Background: an optimization exercise with open tools, aiming at small area, a short achievable clock period and few clock cycles per item. Do not read the settings as production practice. At most, simulation tests tie the RTL to the original design; equivalence was not proved. The RTL of run 2 was laid out without a check of its function.

## flow/design.v (module list and top-level ports; edited modules follow where they fit)
// module cvs_ctrl: 49 lines
// module cvs_sq16: 220 lines
// module cvs_sq17: 248 lines
// module cosine_vector_similarity: 274 lines
module cosine_vector_similarity #(
  parameter int unsigned MAX_DIM = 4096
) (
  input  logic               clk_i,
  input  logic               rst_ni,
  input  logic               in_valid_i,
  output logic               in_ready_o,
  input  logic signed [15:0] a_elem_i,
  input  logic signed [15:0] b_elem_i,
  input  logic               last_pair_i,
  output logic               out_valid_o,
  input  logic               out_ready_i,
  output logic signed [31:0] similarity_o,
  output logic               zero_norm_o
);
  // ...
==> flow/run.sh <==
#!/bin/bash
# synth_recipe.tcl (not shown) runs the flow's synth.tcl, then flattens the netlist and writes it again
# the make line also repeats each setting of config.mk as NAME=value (left out here)
make -C /OpenROAD-flow-scripts/flow DESIGN_CONFIG=/design/flow/config.mk WORK_HOME=/design/flow/orfs CLKGATE_MAP_FILE= SYNTH_SCRIPT=/design/flow/synth_recipe.tcl finish
==> flow/config.mk <==
export PLATFORM = sky130hd
export DESIGN_NAME = cosine_vector_similarity
export DESIGN_NICKNAME = cosine_vector_similarity
export VERILOG_FILES = /design/flow/design.v
export SDC_FILE = /design/flow/constraint.sdc
export NUM_CORES = 4
export LEC_CHECK = 0
export CAP_MARGIN = 20
export CORE_MARGIN = 2
export CORE_UTILIZATION = 40
export SLEW_MARGIN = 20
==> flow/constraint.sdc <==
create_clock -name core_clock -period 14.0 [get_ports {clk_i}]
set_input_delay 2.8000 -clock core_clock [delete_from_list [all_inputs] [get_ports {clk_i}]]
set_output_delay 2.8000 -clock core_clock [all_outputs]
set_load 0.01 [all_outputs]
==> notes.md, run 1 <==
* Area of the multi-input gates at 53800 µm²
* Overall overflow remaining after global route at 0
* Worst r2r dst: mu_q[18]
* Layout cells sized above 1 at approximately 3.2%
* Most common cell after layout, fill and taps aside: nand2_1
* Worst rel slew slack at 20.8%
* Top sig layer: met5
* Worst path slowest cell: dfstp_2
* Worst setup SP type: flop
* Placed cell area at 82300 µm²
* Final std cells w/o fill at roughly 12000
* Buffers, non-clock at 129
* Root buf cell: clkbuf_16
* Max cap viols at 0
* Dpl ws at 6.50 ns
* Hold path startpoint: l0_q
* YS warnings at 2
* Setup crit end: mu_q[18]
* First-pass GRT wire length at 387 mm
* Wire length on met1 at 116 mm
* Largest family of logic cells by synthesized area: adder cells
* Critical path class: flop to flop
* Cell family with most CP delay: compound AO/OA/AOI/OAI gates
* Post-synthesis compound-gate area fraction at 19.4%
* Number of flops mapped to enable cells by yosys at 382
* Outcome: no timing/DRC/antenna violations
* Gr usage total at 24.2%
Testbench counts, summed over its fixed seeds: cycles 25,134, items 640.
==> module cvs_ctrl, before the edit <==
module cvs_ctrl (
  input  logic clk_i,
  input  logic rst_ni,
  input  logic in_valid_i,
  input  logic last_pair_i,
  input  logic v0_i,         
  input  logic l0_i,         
  input  logic v1_i,         
  input  logic l1_i,         
  input  logic ps_idle_i,    
  input  logic ps_free_i,    
  output logic in_ready_o,
  output logic take_o,       
  output logic handoff_o,    
  output logic fresh_o       
);
  logic rdy_q, blk_q, pend_q, fresh_q;
  logic final_avail, last_in_flight, set_blk, clr_blk, blk_n;
  assign in_ready_o     = rdy_q;
  assign take_o         = in_valid_i & rdy_q;
  assign final_avail    = (v1_i & l1_i) | pend_q;
  assign handoff_o      = final_avail & ps_free_i;
  assign last_in_flight = (v0_i & l0_i) | (v1_i & l1_i) | pend_q;
  assign set_blk        = take_o & last_pair_i & !(ps_idle_i & !last_in_flight);
  assign clr_blk        = handoff_o & !(v0_i & l0_i);
  assign blk_n          = set_blk | (blk_q & !clr_blk);
  assign fresh_o        = fresh_q;
  always_ff @(posedge clk_i or negedge rst_ni) begin
    if (!rst_ni) begin
      rdy_q   <= 1'b1;
      blk_q   <= 1'b0;
      pend_q  <= 1'b0;
      fresh_q <= 1'b1;
    end else begin
      blk_q <= blk_n;
      rdy_q <= !blk_n;
      if (handoff_o) begin
        pend_q <= 1'b0;
      end else if (v1_i & l1_i) begin
        pend_q <= 1'b1;
      end
      if (handoff_o) begin
        fresh_q <= 1'b1;
      end else if (v1_i) begin
        fresh_q <= 1'b0;
      end
    end
  end
endmodule
==> module cosine_vector_similarity, before the edit <==
module cosine_vector_similarity #(
  parameter int unsigned MAX_DIM = 4096
) (
  input  logic               clk_i,
  input  logic               rst_ni,
  input  logic               in_valid_i,
  output logic               in_ready_o,
  input  logic signed [15:0] a_elem_i,
  input  logic signed [15:0] b_elem_i,
  input  logic               last_pair_i,
  output logic               out_valid_o,
  input  logic               out_ready_i,
  output logic signed [31:0] similarity_o,
  output logic               zero_norm_o
);
  logic take, handoff, fresh;
  logic v0_q, l0_q, v1_q, l1_q;
  logic ps_idle, ps_free;
  cvs_ctrl u_ctrl (
    .clk_i       (clk_i),
    .rst_ni      (rst_ni),
    .in_valid_i  (in_valid_i),
    .last_pair_i (last_pair_i),
    .v0_i        (v0_q),
    .l0_i        (l0_q),
    .v1_i        (v1_q),
    .l1_i        (l1_q),
    .ps_idle_i   (ps_idle),
    .ps_free_i   (ps_free),
    .in_ready_o  (in_ready_o),
    .take_o      (take),
    .handoff_o   (handoff),
    .fresh_o     (fresh)
  );
  always_ff @(posedge clk_i or negedge rst_ni) begin
    if (!rst_ni) begin
      v0_q <= 1'b0;
      l0_q <= 1'b0;
      v1_q <= 1'b0;
      l1_q <= 1'b0;
    end else begin
      v0_q <= take;
      l0_q <= take & last_pair_i;
      v1_q <= v0_q;
      l1_q <= l0_q;
    end
  end
  logic [15:0] a0_q, b0_q;
  logic [16:0] s0_q;
  always_ff @(posedge clk_i) begin
    a0_q <= take ? a_elem_i : '0;
    b0_q <= take ? b_elem_i : '0;
    s0_q <= take ? ({a_elem_i[15], a_elem_i} + {b_elem_i[15], b_elem_i}) : '0;
  end
  logic [30:0] aa_w, bb_w, aa_q, bb_q;
  logic [32:0] ss_w, ss_q;
  logic        nza_q, nzb_q;
  cvs_sq16 u_sqa (.x(a0_q), .y(aa_w));
  cvs_sq16 u_sqb (.x(b0_q), .y(bb_w));
  cvs_sq17 u_sqs (.x(s0_q), .y(ss_w));
  always_ff @(posedge clk_i) begin
    aa_q  <= aa_w;
    bb_q  <= bb_w;
    ss_q  <= ss_w;
    nza_q <= |a0_q;
    nzb_q <= |b0_q;
  end
  logic [43:0] dot_q;                  
  logic [42:0] na_q, nb_q;             
  logic        nza_acc_q, nzb_acc_q;   
  logic [43:0] dot_in;
  logic [42:0] na_in, nb_in;
  logic [42:0] na_w, nb_w, na_n, nb_n;
  logic [44:0] x1, x2, x3, x4, s1, c1, s2, c2, t2;
  logic [43:0] dot_w, dot_n;
  logic        nza_n, nzb_n;
  assign dot_in = fresh ? '0 : dot_q;
  assign na_in  = fresh ? '0 : na_q;
  assign nb_in  = fresh ? '0 : nb_q;
  assign na_w = na_in + {12'd0, aa_q};
  assign nb_w = nb_in + {12'd0, bb_q};
  assign na_n = (na_w[42] & (|na_w[30:0])) ? cvs_pkg::SUM_CAP : na_w;
  assign nb_n = (nb_w[42] & (|nb_w[30:0])) ? cvs_pkg::SUM_CAP : nb_w;
  assign x1 = {dot_in, 1'b0};
  assign x2 = {12'd0, ss_q};
  assign x3 = ~{14'd0, aa_q};
  assign x4 = ~{14'd0, bb_q};
  assign s1 = x1 ^ x2 ^ x3;
  assign c1 = {((x1[43:0] & x2[43:0]) | (x1[43:0] & x3[43:0]) | (x2[43:0] & x3[43:0])), 1'b1};
  assign s2 = s1 ^ c1 ^ x4;
  assign c2 = {((s1[43:0] & c1[43:0]) | (s1[43:0] & x4[43:0]) | (c1[43:0] & x4[43:0])), 1'b1};
  assign t2 = s2 + c2;
  assign dot_w = t2[44:1];
  always_comb begin
    if (!dot_w[43] && dot_w[42] && (|dot_w[30:0])) begin
      dot_n = {1'b0, cvs_pkg::SUM_CAP};
    end else if (dot_w[43] && !dot_w[42]) begin
      dot_n = 44'hC00_0000_0000;
    end else begin
      dot_n = dot_w;
    end
  end
  assign nza_n = (nza_acc_q & !fresh) | nza_q;
  assign nzb_n = (nzb_acc_q & !fresh) | nzb_q;
  always_ff @(posedge clk_i) begin
    dot_q     <= dot_n;
    na_q      <= na_n;
    nb_q      <= nb_n;
    nza_acc_q <= nza_n;
    nzb_acc_q <= nzb_n;
  end
  localparam logic [1:0] PS_IDLE = 2'd0, PS_BUSY = 2'd1, PS_DONE = 2'd2;
  logic [1:0]  ps_st_q;
  logic [4:0]  pcnt_q;
  logic [42:0] ma_q, hp_q, hn_q;
  logic [43:0] lb_q;               
  logic [43:0] mu_q;               
  logic [43:0] lu_q;               
  logic        pneg_q, pzn_q;
  logic        ds_take;
  logic [43:0] u_abs;
  logic [44:0] sp_w, sn_w;
  assign u_abs = mu_q[43] ? (~mu_q + 44'd1) : mu_q;
  assign sp_w  = {2'b00, hp_q} + (lb_q[0] ? {2'b00, ma_q} : 45'd0)
               + (lb_q[1] ? {1'b0, ma_q, 1'b0} : 45'd0);
  assign sn_w  = {2'b00, hn_q} + (lu_q[0] ? {2'b00, mu_q[42:0]} : 45'd0)
               + (lu_q[1] ? {1'b0, mu_q[42:0], 1'b0} : 45'd0);
  assign ps_idle = (ps_st_q == PS_IDLE);
  assign ps_free = ps_idle | ds_take;
  always_ff @(posedge clk_i or negedge rst_ni) begin
    if (!rst_ni) begin
      ps_st_q <= PS_IDLE;
    end else if (handoff) begin
      ps_st_q <= PS_BUSY;
    end else if (ds_take) begin
      ps_st_q <= PS_IDLE;
    end else if (ps_st_q == PS_BUSY && pcnt_q == 5'(cvs_pkg::MUL_STEPS)) begin
      ps_st_q <= PS_DONE;
    end
  end
  always_ff @(posedge clk_i) begin
    if (handoff) begin
      pcnt_q <= '0;
      ma_q   <= na_n;
      lb_q   <= {1'b0, nb_n};
      mu_q   <= dot_n;
      hp_q   <= '0;
      hn_q   <= '0;
      pneg_q <= dot_n[43];
      pzn_q  <= !(nza_n & nzb_n);
    end else if (ps_st_q == PS_BUSY) begin
      pcnt_q <= pcnt_q + 5'd1;
      if (pcnt_q == 5'd0) begin
        mu_q <= u_abs;
        lu_q <= u_abs;
      end else begin
        hp_q <= sp_w[44:2];
        lb_q <= {sp_w[1:0], lb_q[43:2]};
        hn_q <= sn_w[44:2];
        lu_q <= {sn_w[1:0], lu_q[43:2]};
      end
    end
  end
  localparam logic [1:0] DS_IDLE = 2'd0, DS_BUSY = 2'd1, DS_FINAL = 2'd2;
  logic [1:0]  ds_st_q;
  logic [4:0]  dcnt_q;
  logic [84:0] rem_q, div_q;
  logic [1:0]  qd_q;
  logic [31:0] srem_q;
  logic [29:0] root_q;
  logic        dsat_q, dzn_q, dneg_q;
  logic        ov_q, zn_q;
  logic [31:0] sim_q;
  logic        out_load, ds_free;
  logic [84:0] n_full, p_full;
  assign n_full = {hn_q[40:0], lu_q};
  assign p_full = {hp_q[40:0], lb_q};
  assign ds_free = (ds_st_q == DS_IDLE) | ((ds_st_q == DS_FINAL) & !ov_q);
  assign ds_take = (ps_st_q == PS_DONE) & ds_free;
  assign out_load = (ds_st_q == DS_FINAL) & (!ov_q | out_ready_i);
  logic [87:0] r4, r4o, pd1, pd2, d1, d2, d3, e3s, e3c;
  logic [1:0]  q_w;
  logic [84:0] rem_n;
  assign r4  = {1'b0, rem_q, 2'b00};
  assign pd1 = {3'b000, div_q};
  assign pd2 = {2'b00, div_q, 1'b0};
  assign d1  = r4 - pd1;
  assign d2  = r4 - pd2;
  assign r4o = {r4[87:1], 1'b1};
  assign e3s = r4o ^ ~pd1 ^ ~pd2;
  assign e3c = {((r4o[86:0] & ~pd1[86:0]) | (r4o[86:0] & ~pd2[86:0]) | (~pd1[86:0] & ~pd2[86:0])), 1'b1};
  assign d3  = e3s + e3c;
  always_comb begin
    if (!d3[87]) begin
      q_w   = 2'd3;
      rem_n = d3[84:0];
    end else if (!d2[87]) begin
      q_w   = 2'd2;
      rem_n = d2[84:0];
    end else if (!d1[87]) begin
      q_w   = 2'd1;
      rem_n = d1[84:0];
    end else begin
      q_w   = 2'd0;
      rem_n = r4[84:0];
    end
  end
  logic [33:0] sq_t, sq_trial, sq_s;
  logic        sq_ge;
  assign sq_t     = {srem_q, qd_q};
  assign sq_trial = {2'b00, root_q, 2'b01};
  assign sq_s     = sq_t - sq_trial;
  assign sq_ge    = !sq_s[33];
  logic [30:0] res_mag;
  logic [31:0] res_pos, sim_n;
  always_comb begin
    res_mag = dsat_q ? cvs_pkg::ONE_Q30 : {1'b0, root_q[28:0], sq_ge};
    res_pos = {1'b0, res_mag};
    if (dzn_q) begin
      sim_n = '0;
    end else if (dneg_q) begin
      sim_n = -res_pos;
    end else begin
      sim_n = res_pos;
    end
  end
  always_ff @(posedge clk_i or negedge rst_ni) begin
    if (!rst_ni) begin
      ds_st_q <= DS_IDLE;
      ov_q    <= 1'b0;
    end else begin
      if (ds_take) begin
        ds_st_q <= (pzn_q || (n_full >= p_full)) ? DS_FINAL : DS_BUSY;
      end else if (out_load) begin
        ds_st_q <= DS_IDLE;
      end else if (ds_st_q == DS_BUSY && dcnt_q == 5'(cvs_pkg::DIV_STEPS - 1)) begin
        ds_st_q <= DS_FINAL;
      end
      if (out_load) begin
        ov_q <= 1'b1;
      end else if (out_ready_i) begin
        ov_q <= 1'b0;
      end
    end
  end
  always_ff @(posedge clk_i) begin
    if (ds_take) begin
      dcnt_q <= '0;
      rem_q  <= n_full;
      div_q  <= p_full;
      srem_q <= '0;
      root_q <= '0;
      qd_q   <= '0;
      dsat_q <= (n_full >= p_full);
      dzn_q  <= pzn_q;
      dneg_q <= pneg_q;
    end else if (ds_st_q == DS_BUSY) begin
      dcnt_q <= dcnt_q + 5'd1;
      rem_q  <= rem_n;
      qd_q   <= q_w;
      if (dcnt_q != 5'd0) begin
        srem_q <= sq_ge ? sq_s[31:0] : sq_t[31:0];
        root_q <= {root_q[28:0], sq_ge};
      end
    end
    if (out_load) begin
      sim_q <= sim_n;
      zn_q  <= dzn_q;
    end
  end
  assign out_valid_o  = ov_q;
  assign similarity_o = sim_q;
  assign zero_norm_o  = zn_q;
endmodule
==> run 2, diff against run 1 <==
==> flow/design.v (replaced) <==
package cvs_pkg;
  localparam int unsigned QW = 60;
  localparam int unsigned RW = 30;
  localparam int unsigned SRW = RW + 2;
  localparam logic [30:0] ONE_Q30 = 31'h4000_0000;
  typedef struct packed {
    logic acc;          
    logic cap;          
    logic mul_step;     
    logic ld_d;         
    logic div_init;     
    logic div_step;     
    logic cnt_clr;      
    logic sqrt_step;    
    logic out_load;     
  } cvs_cmd_t;
  typedef struct packed {
    logic mul_last;
    logic div_last;
    logic sqrt_last;
    logic div_sat;
    logic out_free;
  } cvs_sts_t;
endpackage
module cvs_ctrl (
  input  logic              clk_i,
  input  logic              rst_ni,
  input  logic              in_valid_i,
  input  logic              last_pair_i,
  input  cvs_pkg::cvs_sts_t sts_i,
  output logic              in_ready_o,
  output cvs_pkg::cvs_cmd_t cmd_o
);
  typedef enum logic [7:0] {
    S_ACC  = 8'b0000_0001,
    S_MULP = 8'b0000_0010,
    S_LDD  = 8'b0000_0100,
    S_MULD = 8'b0000_1000,
    S_DIVC = 8'b0001_0000,
    S_DIV  = 8'b0010_0000,
    S_SQRT = 8'b0100_0000,
    S_OUT  = 8'b1000_0000
  } cvs_state_e;
  cvs_state_e state_q, state_d;
  always_comb begin
    state_d    = state_q;
    cmd_o      = '0;
    in_ready_o = 1'b0;
    unique case (state_q)
      S_ACC: begin
        in_ready_o = 1'b1;
        if (in_valid_i) begin
          if (last_pair_i) begin
            cmd_o.cap = 1'b1;
            state_d   = S_MULP;
          end else begin
            cmd_o.acc = 1'b1;
          end
        end
      end
      S_MULP: begin
        cmd_o.mul_step = 1'b1;
        if (sts_i.mul_last) state_d = S_LDD;
      end
      S_LDD: begin
        cmd_o.ld_d = 1'b1;
        state_d    = S_MULD;
      end
      S_MULD: begin
        cmd_o.mul_step = 1'b1;
        if (sts_i.mul_last) state_d = S_DIVC;
      end
      S_DIVC: begin
        cmd_o.div_init = 1'b1;
        state_d        = sts_i.div_sat ? S_OUT : S_DIV;
      end
      S_DIV: begin
        cmd_o.div_step = 1'b1;
        if (sts_i.div_last) begin
          cmd_o.cnt_clr = 1'b1;
          state_d       = S_SQRT;
        end
      end
      S_SQRT: begin
        cmd_o.sqrt_step = 1'b1;
        if (sts_i.sqrt_last) state_d = S_OUT;
      end
      S_OUT: begin
        if (sts_i.out_free) begin
          cmd_o.out_load = 1'b1;
          state_d        = S_ACC;
        end
      end
      default: begin
        state_d = S_ACC;
      end
    endcase
  end
  always_ff @(posedge clk_i or negedge rst_ni) begin
    if (!rst_ni) begin
      state_q <= S_ACC;
    end else begin
      state_q <= state_d;
    end
  end
endmodule
module cvs_datapath #(
  parameter int unsigned MAX_DIM = 4096
) (
  input  logic                clk_i,
  input  logic                rst_ni,
  input  logic signed [15:0]  a_elem_i,
  input  logic signed [15:0]  b_elem_i,
  input  cvs_pkg::cvs_cmd_t   cmd_i,
  input  logic                out_ready_i,
  output cvs_pkg::cvs_sts_t   sts_o,
  output logic                out_valid_o,
  output logic signed [31:0]  similarity_o,
  output logic                zero_norm_o
);
  localparam int unsigned NW      = $clog2(MAX_DIM) + 31;
  localparam int unsigned DW      = NW + 1;
  localparam int unsigned PW      = 2 * NW;
  localparam int unsigned CntMax  = (NW > cvs_pkg::QW) ? NW : cvs_pkg::QW;
  localparam int unsigned CntW    = $clog2(CntMax);
  localparam longint unsigned SumLimL = longint'(MAX_DIM) << 30;
  localparam logic [NW-1:0]       SumLim = SumLimL[NW-1:0];
  localparam logic signed [DW:0]  DotHi  = $signed({2'b00, SumLim});
  localparam logic signed [DW:0]  DotLo  = -DotHi;
  localparam logic [NW:0]         NormHi = {1'b0, SumLim};
  logic signed [DW-1:0] dot_q;
  logic [NW-1:0]        na_q, nb_q;
  logic [NW-1:0]        mag_q;
  logic                 sign_q, zero_q, sat_q;
  logic [PW-1:0]        mcand_q, prod_q, p_q;
  logic [NW-1:0]        mplr_q;
  logic [PW-1:0]        rem_q;
  logic [cvs_pkg::QW-1:0]        quo_q;
  logic [cvs_pkg::SRW-1:0]       srem_q;
  logic [cvs_pkg::RW-1:0]        root_q;
  logic [CntW-1:0]      cnt_q;
  logic                 out_valid_q;
  logic signed [31:0]   sim_q;
  logic                 zn_q;
  logic signed [31:0] ab, aa, bb;
  assign ab = a_elem_i * b_elem_i;
  assign aa = a_elem_i * a_elem_i;
  assign bb = b_elem_i * b_elem_i;
  logic signed [DW:0]   dot_w;
  logic signed [DW-1:0] dot_n, dot_abs;
  logic [NW:0]          na_w, nb_w;
  logic [NW-1:0]        na_n, nb_n, mag_n;
  always_comb begin
    dot_w = $signed({{(DW + 1 - 32){ab[31]}}, ab}) + $signed({dot_q[DW-1], dot_q});
    if (dot_w > DotHi) begin
      dot_n = DotHi[DW-1:0];
    end else if (dot_w < DotLo) begin
      dot_n = DotLo[DW-1:0];
    end else begin
      dot_n = dot_w[DW-1:0];
    end
    na_w    = {1'b0, na_q} + {{(NW - 30){1'b0}}, aa[30:0]};
    nb_w    = {1'b0, nb_q} + {{(NW - 30){1'b0}}, bb[30:0]};
    na_n    = (na_w > NormHi) ? SumLim : na_w[NW-1:0];
    nb_n    = (nb_w > NormHi) ? SumLim : nb_w[NW-1:0];
    dot_abs = dot_n[DW-1] ? -dot_n : dot_n;
    mag_n   = dot_abs[NW-1:0];
  end
  logic [PW:0] div_t, div_s;
  logic        div_ge;
  assign div_t  = {rem_q, 1'b0};
  assign div_ge = div_t >= {1'b0, p_q};
  assign div_s  = div_t - {1'b0, p_q};
  logic [cvs_pkg::SRW+1:0] sq_t, sq_trial, sq_s;
  logic           sq_ge;
  assign sq_t     = {srem_q, quo_q[cvs_pkg::QW-1:cvs_pkg::QW-2]};
  assign sq_trial = {2'b00, root_q, 2'b01};
  assign sq_ge    = sq_t >= sq_trial;
  assign sq_s     = sq_t - sq_trial;
  logic [30:0] res_mag;
  logic [31:0] res_pos;
  logic [31:0] sim_n;
  always_comb begin
    res_mag = sat_q ? cvs_pkg::ONE_Q30 : {1'b0, root_q};
    res_pos = {1'b0, res_mag};
    if (zero_q) begin
      sim_n = '0;
    end else if (sign_q) begin
      sim_n = -res_pos;
    end else begin
      sim_n = res_pos;
    end
  end
  always_comb begin
    sts_o           = '0;
    sts_o.mul_last  = (cnt_q == CntW'(NW - 1));
    sts_o.div_last  = (cnt_q == CntW'(cvs_pkg::QW - 1));
    sts_o.sqrt_last = (cnt_q == CntW'(cvs_pkg::RW - 1));
    sts_o.div_sat   = (prod_q >= p_q);
    sts_o.out_free  = !out_valid_q || out_ready_i;
  end
  always_ff @(posedge clk_i or negedge rst_ni) begin
    if (!rst_ni) begin
      dot_q       <= '0;
      na_q        <= '0;
      nb_q        <= '0;
      cnt_q       <= '0;
      out_valid_q <= 1'b0;
    end else begin
      if (cmd_i.cap) begin
        dot_q <= '0;
        na_q  <= '0;
        nb_q  <= '0;
      end else if (cmd_i.acc) begin
        dot_q <= dot_n;
        na_q  <= na_n;
        nb_q  <= nb_n;
      end
      if (cmd_i.cap || cmd_i.ld_d || cmd_i.div_init || cmd_i.cnt_clr) begin
        cnt_q <= '0;
      end else if (cmd_i.mul_step || cmd_i.div_step || cmd_i.sqrt_step) begin
        cnt_q <= cnt_q + 1'b1;
      end
      if (cmd_i.out_load) begin
        out_valid_q <= 1'b1;
      end else if (out_ready_i) begin
        out_valid_q <= 1'b0;
      end
    end
  end
  always_ff @(posedge clk_i) begin
    if (cmd_i.cap) begin
      mag_q   <= mag_n;
      sign_q  <= dot_n[DW-1];
      zero_q  <= (na_n == '0) || (nb_n == '0);
      mcand_q <= {{NW{1'b0}}, na_n};
      mplr_q  <= nb_n;
      prod_q  <= '0;
    end
    if (cmd_i.mul_step) begin
      if (mplr_q[0]) prod_q <= prod_q + mcand_q;
      mcand_q <= {mcand_q[PW-2:0], 1'b0};
      mplr_q  <= {1'b0, mplr_q[NW-1:1]};
    end
    if (cmd_i.ld_d) begin
      p_q     <= prod_q;
      mcand_q <= {{NW{1'b0}}, mag_q};
      mplr_q  <= mag_q;
      prod_q  <= '0;
    end
    if (cmd_i.div_init) begin
      sat_q  <= sts_o.div_sat;
      rem_q  <= prod_q;
      quo_q  <= '0;
      srem_q <= '0;
      root_q <= '0;
    end
    if (cmd_i.div_step) begin
      rem_q <= div_ge ? div_s[PW-1:0] : div_t[PW-1:0];
      quo_q <= {quo_q[cvs_pkg::QW-2:0], div_ge};
    end
    if (cmd_i.sqrt_step) begin
      srem_q <= sq_ge ? sq_s[cvs_pkg::SRW-1:0] : sq_t[cvs_pkg::SRW-1:0];
      root_q <= {root_q[cvs_pkg::RW-2:0], sq_ge};
      quo_q  <= {quo_q[cvs_pkg::QW-3:0], 2'b00};
    end
    if (cmd_i.out_load) begin
      sim_q <= sim_n;
      zn_q  <= zero_q;
    end
  end
  assign out_valid_o  = out_valid_q;
  assign similarity_o = sim_q;
  assign zero_norm_o  = zn_q;
endmodule
module cosine_vector_similarity #(
  parameter int unsigned MAX_DIM = 4096
) (
  input  logic               clk_i,
  input  logic               rst_ni,
  input  logic               in_valid_i,
  output logic               in_ready_o,
  input  logic signed [15:0] a_elem_i,
  input  logic signed [15:0] b_elem_i,
  input  logic               last_pair_i,
  output logic               out_valid_o,
  input  logic               out_ready_i,
  output logic signed [31:0] similarity_o,
  output logic               zero_norm_o
);
  cvs_pkg::cvs_cmd_t cmd;
  cvs_pkg::cvs_sts_t sts;
  cvs_ctrl u_ctrl (
    .clk_i       (clk_i),
    .rst_ni      (rst_ni),
    .in_valid_i  (in_valid_i),
    .last_pair_i (last_pair_i),
    .sts_i       (sts),
    .in_ready_o  (in_ready_o),
    .cmd_o       (cmd)
  );
  cvs_datapath #(
    .MAX_DIM (MAX_DIM)
  ) u_datapath (
    .clk_i        (clk_i),
    .rst_ni       (rst_ni),
    .a_elem_i     (a_elem_i),
    .b_elem_i     (b_elem_i),
    .cmd_i        (cmd),
    .out_ready_i  (out_ready_i),
    .sts_o        (sts),
    .out_valid_o  (out_valid_o),
    .similarity_o (similarity_o),
    .zero_norm_o  (zero_norm_o)
  );
endmodule
==> run 2 against run 1 <==
Still clean on timing, DRC and antenna. Cell count down 4.5%. Fmax shrank 43%. Global-route usage fell by 2.7 points. Utilization increased by 0.39 points. Flip-flop and latch count fell by 98.
==> notes.md, run 2 <==
* CTS tree: done
* Max cap viols at 0 (unchanged)
* Mapped cell area at ~79000 µm²
* Average size of a mapped cell at 9.07 µm²
* Most common cell in the netlist: inv_1
* Die width at 449 µm
* Crit end category: flop
* Fin worst setup slack at between 0.7 and 0.8 ns
* Most common cell after layout, fill and taps aside: inv_1
* Tmin final at 13.29 ns
* Number of port buffers at 71
* Initial Utilization at roughly two fifths
* Setup Skew at around 0.07 ns
* Antenna-violating nets left at 0
* Finished Core Util at around 44%
* # IOs at 72
* Ys async rst share at between 10% and 20%
* YS warnings at 2 (unchanged)
* Yosys top cell area share at between 20% and 30%
* Worst path buffer plus inverter count at 9
* Overall overflow remaining after global route at 0 (unchanged)
* Area contributors post-synth: fa_1, edfxtp_1, ha_1
* Max Freq at 75.2 MHz
* Final setup viols at 0
* Vias at just over 60000
* Core Region at 197000 µm²
* DRC at 0
* Commonest cells after routing, fill and taps aside: inv_1, nand2_1, fa_1
* Gr usage total at 21.5% (-2.7 points)
* Avg WL per Cell at 19.3 µm
* Sequential-to-total area share from yosys stat at 25.3%
* Tcrit/Tclk final at 94.9%
* Dpl hpwl at 174 mm
* Post-Syn Nets at 10226
* CTS clock-pin slew for the worst setup and hold paths at 0.06 ns
* CTS Buf Count at a little over 80
* Vias/cell at 5.44
* Root buf cell: clkbuf_16
* Area growth, synth to finish at 8.95%
* Arr. time, crit path at 13.73 ns
* Worst setup SP type: input pin
* HP Class: flop to flop
* Largest net degree at the start of global routing at about 170
* Worst rel slew slack at 28.1% (+7.4 points)
* Row count at 163
* Vias in the first global route at approximately 63000
* RSZ-0062 raised after global routing: false
* Worst Path Required at ~14 ns
* Nets@finish at just over 10000
* Crit path max fanout at 37
* Cell family with most CP delay: adder cells
* Post-synthesis register bit count at 733
* Synth area leader: fa_1
* Synth Flop Type: edfxtp_1
* Wirelength, routed at around 220 mm
* Final hold violations at 0
* Worst path slowest cell: fa_1
* H-tree levels at 3
* Commonest cells in the netlist: inv_1, nand2_1, fa_1, ha_1, nor2_1
* Die H at ~450 µm
* Outcome: no timing/DRC/antenna violations
* Setup bufs post-CTS at 0
* Resized Gates After CTS at 0
* Clock Latency Late Sink at 0.72 ns
* Clock sinks at approximately 730
* Initial antenna violation count at 3
* Die area at 201000 µm²
* Post-Synthesis Cells at slightly below 9000
* Synth unique cells at 106
* Number of flops mapped to enable cells by yosys at 457 (+20%)
* CP dominant cell by count: fa_1
* Filler cells at 19199
* Dpl ws at -0.0821 ns (-6.58 ns)
* Least-Margin Pin Slew at 1.08 ns
* Initial DRC count at 4425
* RePlAce Congestion at just over 0.9
* Max incr delay on CP at approximately 0.6 ns
* First-pass detailed-route iteration total at 6
* Fin area at about 86000 µm²
* Critical path class: input pin to flop
* Longest Clk Path Bufs at 3
* Layout cells sized above 1 at 4.63% (+1.4 points)
* CTS Hold Buffers Added at 0
* Final Max Slew Viols at 0
* First-pass GRT wire length at 351 mm (-9.3%)
* Placed cell area at 83200 µm² (+1.0%)
==> run 2: changes by cell type after synthesis, moves of 127 or more <==
cell     previous run  this run
inv_1             945      1208
dfxtp_1           436       131
nand2_1          1094       943
a21oi_1           719       503
nor2b_1           197        70
fa_1              499       804
dfrtp_1            11       144
==> run 2: worst paths after layout <==
path / from / endpoint / slack (ns) / cells past startpoint
worst max-delay path: b_elem_i[2] / u_datapath.mplr_q[10] / 0.71 / 38
worst min-delay path: u_datapath.mcand_q[47] / u_datapath.mcand_q[48] / 0.44 / 2
worst max register to register: u_datapath.dot_q[12] / u_datapath.mag_q[36] / 4.94 / 30
worst min register to register: u_datapath.mcand_q[47] / u_datapath.mcand_q[48] / 0.44 / 2
max in group asynchronous: rst_ni / u_datapath.na_q[34] / 10.27 / 2
min in group asynchronous: rst_ni / u_datapath.out_valid_q / 2.20 / 1
==> run 2: per-stage QoR <==
step           cells  hold slack, ns  TNS [ns]
5_1_grt        11372           0.461         0
2_1_floorplan   8720           0.449         0
3_5_place_dp   11216           0.465    -0.569
6_report       11373           0.440         0
3_3_place_gp   11215           0.459         0
4_1_cts        11370           0.428         0
==> run 2: final cells by class <==
type / count / area (µm²) / share of cell area (%)
Multi-Input combinational cell: 6380 / 53200 / 61.7
Tap cell: 2640 / 3300 / 3.83
Clock buffer: 113 / 2330 / 2.70
Antenna cell: 2 / 5.00 / 0.00581
Sequential cell: 733 / 20000 / 23.2
Inverter: 1216 / 4570 / 5.31
Timing Repair Buffer: 248 / 2170 / 2.52
Clock inverter: 41 / 634 / 0.736
==> run 2: per-layer routing <==
| layer | wire length [µm] | track usage, % |
|---|---|---|
| met5 | 13 | 0 |
| met3 | 9460 | 2.07 |
| met2 | 104000 | 36.4 |
| met1 | 98400 | 29.1 |
| met4 | 6990 | 6.97 |
==> run 2: worst min-delay path: cells and delay by family, from the launching register on <==
family,cells,cell delay [ns]
flip-flops,1,0.33
AND/OR/NAND/NOR,1,0.06
AO/OA/AOI/OAI,1,0.05
==> run 2: cells by family after synthesis <==
logic type | synth area share (%)
and+or+nand+nor | 14.3
AOI/OAI and AO/OA | 15.9
buffers and inverters | 7.66
adders and majority gates | 30.9
DFF | 25.3
xor gates and xnor gates | 4.74
muxes | 1.25

## re-timing with driven ports
The flow's constraints put no driver on any port. The routed layouts listed below were extracted and timed again, unchanged, in two steps. Step 1: set_driving_cell puts a clkbuf_16 on clk_i and a buf_2 on each other input, an assumption about the parent block. Step 2, shift: input delay + t, output delay - t, t = (earliest + latest rising clock arrival at the registers) / 2. This alone moves slack from input paths to output paths. Slacks: ideal ports / drivers / drivers and shift; pairs: ideal ports / drivers.
run | shift t [ns] | slack for setup (ns) | pins driven straight from the clock port
run 1 | 0.826 | 6.436 / 6.436 / 6.436 | 1
run 2 | 0.774 | 0.708 / 0.758 / -0.016 | 1
Met with ideal ports but missed after step 2: setup timing in run 2. For run 2, which loses most, drivers alone change the setup slack by +0.050 ns; drivers and shift together by -0.724 ns.
